From an optimization exercise on the open Yosys and OpenROAD flow, aimed at small area and a short achievable clock period; shortcuts taken in it are not production practice.
Only simulation tests tie the RTL to the original design; equivalence was not proved.
Power figures rest on the tool's default switching activity, not on a simulated workload.

**flow/design.v**
```verilog
module inv_sbox_rom (
    input  logic       CLK,
    input  logic       Read_Enable,
    input  logic [7:0] Read_Address,
    output logic [7:0] Read_Data
);
    localparam logic [0:2047] INV_SBOX = {
        128'h52096ad53036a538bf40a39e81f3d7fb,
        128'h7ce339829b2fff87348e4344c4dee9cb,
        128'h547b9432a6c2233dee4c950b42fac34e,
        128'h082ea16628d924b2765ba2496d8bd125,
        128'h72f8f66486689816d4a45ccc5d65b692,
        128'h6c704850fdedb9da5e154657a78d9d84,
        128'h90d8ab008cbcd30af7e45805b8b34506,
        128'hd02c1e8fca3f0f02c1afbd0301138a6b,
        128'h3a9111414f67dcea97f2cfcef0b4e673,
        128'h96ac7422e7ad3585e2f937e81c75df6e,
        128'h47f11a711d29c5896fb7620eaa18be1b,
        128'hfc563e4bc6d279209adbc0fe78cd5af4,
        128'h1fdda8338807c731b11210592780ec5f,
        128'h60517fa919b54a0d2de57a9f93c99cef,
        128'ha0e03b4dae2af5b0c8ebbb3c83539961,
        128'h172b047eba77d626e169146355210c7d
    };
    always_ff @(posedge CLK) begin
        if (Read_Enable) begin
            Read_Data <= INV_SBOX[{Read_Address, 3'b000} +: 8];
        end
    end
endmodule
module inv_shift_sub_stage #(
    parameter int TAG_W = 4
) (
    input  logic             CLK,
    input  logic             RST_N,
    input  logic             IN_VALID,
    output logic             IN_READY,
    input  logic [0:127]     IN,
    input  logic [TAG_W-1:0] IN_TAG,
    output logic             OUT_VALID,
    input  logic             OUT_READY,
    output logic [0:127]     OUT,
    output logic [TAG_W-1:0] OUT_TAG
);
    logic             en;
    logic [0:127]     shifted;
    logic [0:127]     rom_q;
    logic             v1;
    logic [TAG_W-1:0] tag1;
    assign en       = ~OUT_VALID | OUT_READY;
    assign IN_READY = en;
    for (genvar k = 0; k < 16; k++) begin : g_byte
        localparam int COL = k / 4;
        localparam int ROW = k % 4;
        localparam int SRC = 4 * ((COL - ROW + 4) % 4) + ROW;
        assign shifted[8*k +: 8] = IN[8*SRC +: 8];
        inv_sbox_rom u_rom (
            .CLK          (CLK),
            .Read_Enable  (en),
            .Read_Address (shifted[8*k +: 8]),
            .Read_Data    (rom_q[8*k +: 8])
        );
    end
    always_ff @(posedge CLK) begin
        if (!RST_N) begin
            v1 <= 1'b0;
        end else if (en) begin
            v1 <= IN_VALID;
        end
    end
    always_ff @(posedge CLK) begin
        if (en) begin
            tag1 <= IN_TAG;
        end
    end
    always_ff @(posedge CLK) begin
        if (!RST_N) begin
            OUT_VALID <= 1'b0;
            OUT       <= '0;
            OUT_TAG   <= '0;
        end else if (en) begin
            OUT_VALID <= v1;
            OUT       <= rom_q;
            OUT_TAG   <= tag1;
        end
    end
endmodule
```
**flow/run.sh**
```bash
#!/bin/bash
# synth_recipe.tcl (not shown) runs the flow's synth.tcl, then flattens the netlist and writes it again
# the make line also repeats each setting of config.mk as NAME=value (left out here)
make -C /OpenROAD-flow-scripts/flow DESIGN_CONFIG=/design/flow/config.mk WORK_HOME=/design/flow/orfs CLKGATE_MAP_FILE= SYNTH_SCRIPT=/design/flow/synth_recipe.tcl finish
```
**flow/config.mk**
```make
export PLATFORM = sky130hd
export DESIGN_NAME = inv_shift_sub_stage
export DESIGN_NICKNAME = inv_shift_sub_stage
export VERILOG_FILES = /design/flow/design.v
export SDC_FILE = /design/flow/constraint.sdc
export NUM_CORES = 4
export LEC_CHECK = 0
export CAP_MARGIN = 20
export CORE_MARGIN = 2
export CORE_UTILIZATION = 22
export PLACE_DENSITY = 0.3
export SLEW_MARGIN = 20
```
**flow/constraint.sdc**
```tcl
create_clock -name core_clock -period 5.0 [get_ports {CLK}]
set_input_delay 1.0000 -clock core_clock [delete_from_list [all_inputs] [get_ports {CLK}]]
set_output_delay 1.0000 -clock core_clock [all_outputs]
set_load 0.01 [all_outputs]
```
==> summary.md <==
| Metric | Value |
|---|---|
| Kind of cell with the highest combined delay on the critical path | `simple AND/OR/NAND/NOR gates` |
| Synthesized area divided by synthesized cell count | `6.80 µm²` |
| Number of placement rows | `193` |
| Top cells by area in the synthesized netlist | `sky130_fd_sc_hd__edfxtp_1 (6.5%), sky130_fd_sc_hd__o21ai_0 (6.3%), sky130_fd_sc_hd__nand2_1 (6.1%), sky130_fd_sc_hd__a21oi_1 (5.8%), sky130_fd_sc_hd__mux4_2 (5.8%)` |
| Remaining routing DRC violations | `0` |
| Setup TNS after final layout | `0 ns` |
| DR WL/cell | `28.6 µm` |
| Buffer type at the clock tree root | `sky130_fd_sc_hd__clkbuf_16` |
| Layout overhead on the synthesized area | `11.6%` |
| Sequential share of the synthesized area | `10.9%` |
| PwrDens | `192 nW/µm²` |
| Area of the multi-input gates | `49,100 µm²` |
| Post-Syn Instances | `8,984` |
| Count of input and output buffers | `269` |
| Pre-Repair DR Iteration Count | `7` |
| Hpwl dp | `249 mm` |
| Total I/O pin count | `270` |
| Worst-path cell with the longest stage delay | `sky130_fd_sc_hd__ha_1` |
| Initial Utilization | `22.1%` |
| Routability cong. | `0.942` |
| Most common library cells after synthesis | `sky130_fd_sc_hd__nand2_1 (988), sky130_fd_sc_hd__o21ai_0 (767), sky130_fd_sc_hd__a21oi_1 (712)` |
| Number of synthesized flops with an enable pin | `132` |
| Fin Hold WS | `0.460 ns` |
| Cell type with the highest aggregate area in the netlist | `sky130_fd_sc_hd__edfxtp_1` |
| Worst-margin pin slew | `1.01 ns` |
| Setup repair after global routing missed its margin | `no` |
| Synthesized netlist net count | `9,402` |
| Netlist area before placement | `61,100 µm²` |
| WL final | `354 mm` |
| Crit Path Class | `in2reg` |
| Worst path bufs/invs | `2` |
| Most numerous cell in the Yosys netlist | `sky130_fd_sc_hd__nand2_1` |
| Number of global-route vias before repair | `71,400` |
| Number of buffers between clock root and the deepest sink | `3` |
| Count of buffers added by post-CTS timing repair for setup | `0` |
| Status | `no timing/DRC/antenna violations` |
| Cell chain of the critical path | `clkdlybuf4s50_1 -> buf_4 -> ha_1 -> nand2b_1 -> nand2_1 -> o21ai_0 -> mux4_2 -> nand2_1 -> o211ai_1` |
| Endpoint arrival time on the critical path | `4.21 ns` |
| Clk sink count | `266` |
| CTS Buf Count | `46` |
| Count of maximum capacitance violations | `0` |
| CTS tree | `done` |
| Total of hold buffers inserted after clock tree synthesis | `0` |
| Post-Layout Inst Area | `68,200 µm²` |
| CTS HTree Levels | `2` |
| Total number of yosys warnings | `2` |
| Fmax | `257 MHz` |
| Setup violation total in the final timing report | `0` |
| Area inside the core boundary | `276,000 µm²` |
| Min-Delay Path Class | `reg2reg` |
| Antenna-violating nets left | `0` |
| Max VDD drop | `0.000248 V` |
| Most Frequent Cell on Critical Path | `sky130_fd_sc_hd__nand2_1` |
| Number of vias after detailed routing | `76,000` |
| Die width | `531 µm` |
| Die Span Y | `531 µm` |
| Count of filler cells inserted in the layout | `31,100` |
| Standard cell area after detailed placement | `66,600 µm²` |
| Final Hold Vio Count | `0` |
| Fraction of the cycle the final worst path needs | `77.8%` |
| Longest individual stage delay on the worst path | `0.57 ns` |
| Grt ovf | `0` |
| Footprint of the flip-flops and latches | `6650 µm²` |
| CP max FO | `20` |
| Fraction of final layout cells sized beyond drive strength 1 | `10.3%` |
| Setup crit end kind | `flip-flop` |
| CTS resizes | `0` |
| Count of unique library cells instantiated by Yosys | `95` |
| Detail-routed via count per cell | `6.16` |
| Flops & latches, synth | `266` |
| Largest net degree at the start of global routing | `130` |
| Global-route wire length before repair | `514 mm` |
| Clock edge transition at the registers on the reported setup and hold paths | `0.06 ns` |
| Die outline area | `282,000 µm²` |
| Data required time at the worst endpoint | `5.33 ns` |
| Clock latency reported for the late side of the worst-skew pair | `0.68 ns` |
| Net total in the final layout | `9,018` |
| Clock Skew | `0.0303 ns` |
| Fraction of synthesis flops using an asynchronous set or reset pin | `0%` |
| Top_reg_cell synth | `sky130_fd_sc_hd__dfxtp_1` |
| Final min period | `3.89 ns` |
| Pleak | `24.0 nW` |
| Overall track demand over capacity in global routing | `23.8%` |
| Count of pins over their slew limit | `0` |
| Relative slew margins | `32.3%` |
| Setup crit start kind | `primary input` |
| Fraction of post-synthesis cell area in the top cell type by area | `6.49%` |
| Initial detailed-routing violation count | `10,100` |
| Antenna violations before repair | `29` |
-- area by class of cell --
class	count	share of cell area, %
Inverter	176	0.980
Timing Repair Buffer	662	8.20
Sequential cell	266	9.75
Antenna cell	6	0.0220
Clock inverter	22	0.290
Tap cell	3705	6.80
Clock buffer	64	1.96
Multi-Input combinational cell	7448	72.0
-- logic make-up after synthesis --
| kind of cell | Yosys count | synth area share [%] |
|---|---|---|
| AO/OA/AOI/OAI | 3643 | 40.6 |
| AND/OR/NAND/NOR | 3180 | 25.1 |
| flip-flops | 266 | 10.9 |
| multiplexers | 312 | 8.45 |
| XOR/XNOR | 31 | 0.457 |
| buffers and inverters | 1270 | 8.75 |
| adder cells (fa/ha/maj) | 282 | 5.78 |
-- routing by layer --
| metal | track usage, % | up-vias | wire length (µm) |
|---|---|---|---|
| li1 | - | 33400 | - |
| met1 | 32.1 | 37400 | 150000 |
| met2 | 37.5 | 4387 | 158000 |
| met3 | 3.45 | 826 | 28600 |
| met4 | 9.97 | 22 | 16600 |
| met5 | 0 | - | 141 |
-- through the flow --
stage / std cells / power, mW / util [%] / setup slack, ns
2_1_floorplan: 8984 / 6.95 / - / 0.855
3_3_place_gp: 12300 / 9.77 / 24.1 / 0.408
3_5_place_dp: 12300 / 9.55 / 24.1 / 0.504
4_1_cts: 12300 / 13.1 / 24.7 / 1.26
5_1_grt: 12300 / 13.8 / 24.7 / 1.06
6_report: 12300 / 13.1 / 24.7 / 1.11
-- worst reg2reg max path, delay by kind of cell, from the launching register on --
family                 cells  cell delay [ns]
and+or+nand+nor            2             0.60
DFF                        1             0.33
buffers and inverters      2             1.17
AOI/OAI and AO/OA          1             0.17
-- state kept, by name, summed over array words and instances (netlist names) --
signal                  count
OUT_TAG                     4
tag1                        4
OUT_VALID                   1
g_byte.u_rom.Read_Data    128
OUT                       128
v1                          1
-- path summary, 6_finish.rpt --
path                                                      end       from  cells past startpoint  slack, ns
worst min register to register                        OUT[40]    OUT[40]                      2       0.46
worst min-delay path                                  OUT[40]    OUT[40]                      2       0.46
worst max register to register                       OUT[102]  OUT_VALID                      5       2.65
worst max-delay path            g_byte[14].u_rom.Read_Data[6]     IN[54]                      9       1.11
-- report_power, final --
group          switching [mW]  internal, mW
Clock                    1.44          1.93
Sequential              0.168          2.61
Combinational            4.52          2.40
Total                    6.13          6.94
-- placed cells by master (no fill, tap or decap), drive strengths merged, types with 132 or more instances in the layout --
cell	Yosys	routed
a31oi	237	237
nand2	993	993
a21oi	712	712
dfxtp	134	134
clkdlybuf4s50	0	203
nand2b	302	302
inv	155	160
o211ai	209	209
nor2	649	649
a211oi	221	221
mux4	158	158
a311oi	160	160
nor2b	251	251
ha	282	282
edfxtp	132	132
buf	452	459
nand3	260	260
o21ai	781	781
o311ai	169	169
a21boi	151	151
nor3	283	283

[separate check: timing with driven ports]
In the flow no input, the clock included, has a driving cell. The finished layout below was timed again as built, in two steps. Step 1 sets driving cells, clkbuf_16 on the clock port and buf_2 on the other inputs (assumed; they add their load-dependent delay and slew). Step 2 times the ports against the registers' clock, not the clock port: input delays grow and output delays shrink by t, the midpoint of the rising clock arrivals with the driver on. Three values: no drivers, after step 1, after step 2; two values: the first two.
t (ns): 0.758
setup slack, ns: 1.112 / 1.168 / 0.411
worst hold slack (ns): 0.460 / 0.460 / 0.460
latest minus earliest clock arrival (ns): 0.045 / 0.045
slew at the worst register clock pin (ns): 0.07 / 0.07
After both steps this run still meets setup and hold. The setup slack of this run moves by +0.056 ns with the drivers and by -0.701 ns with both steps.
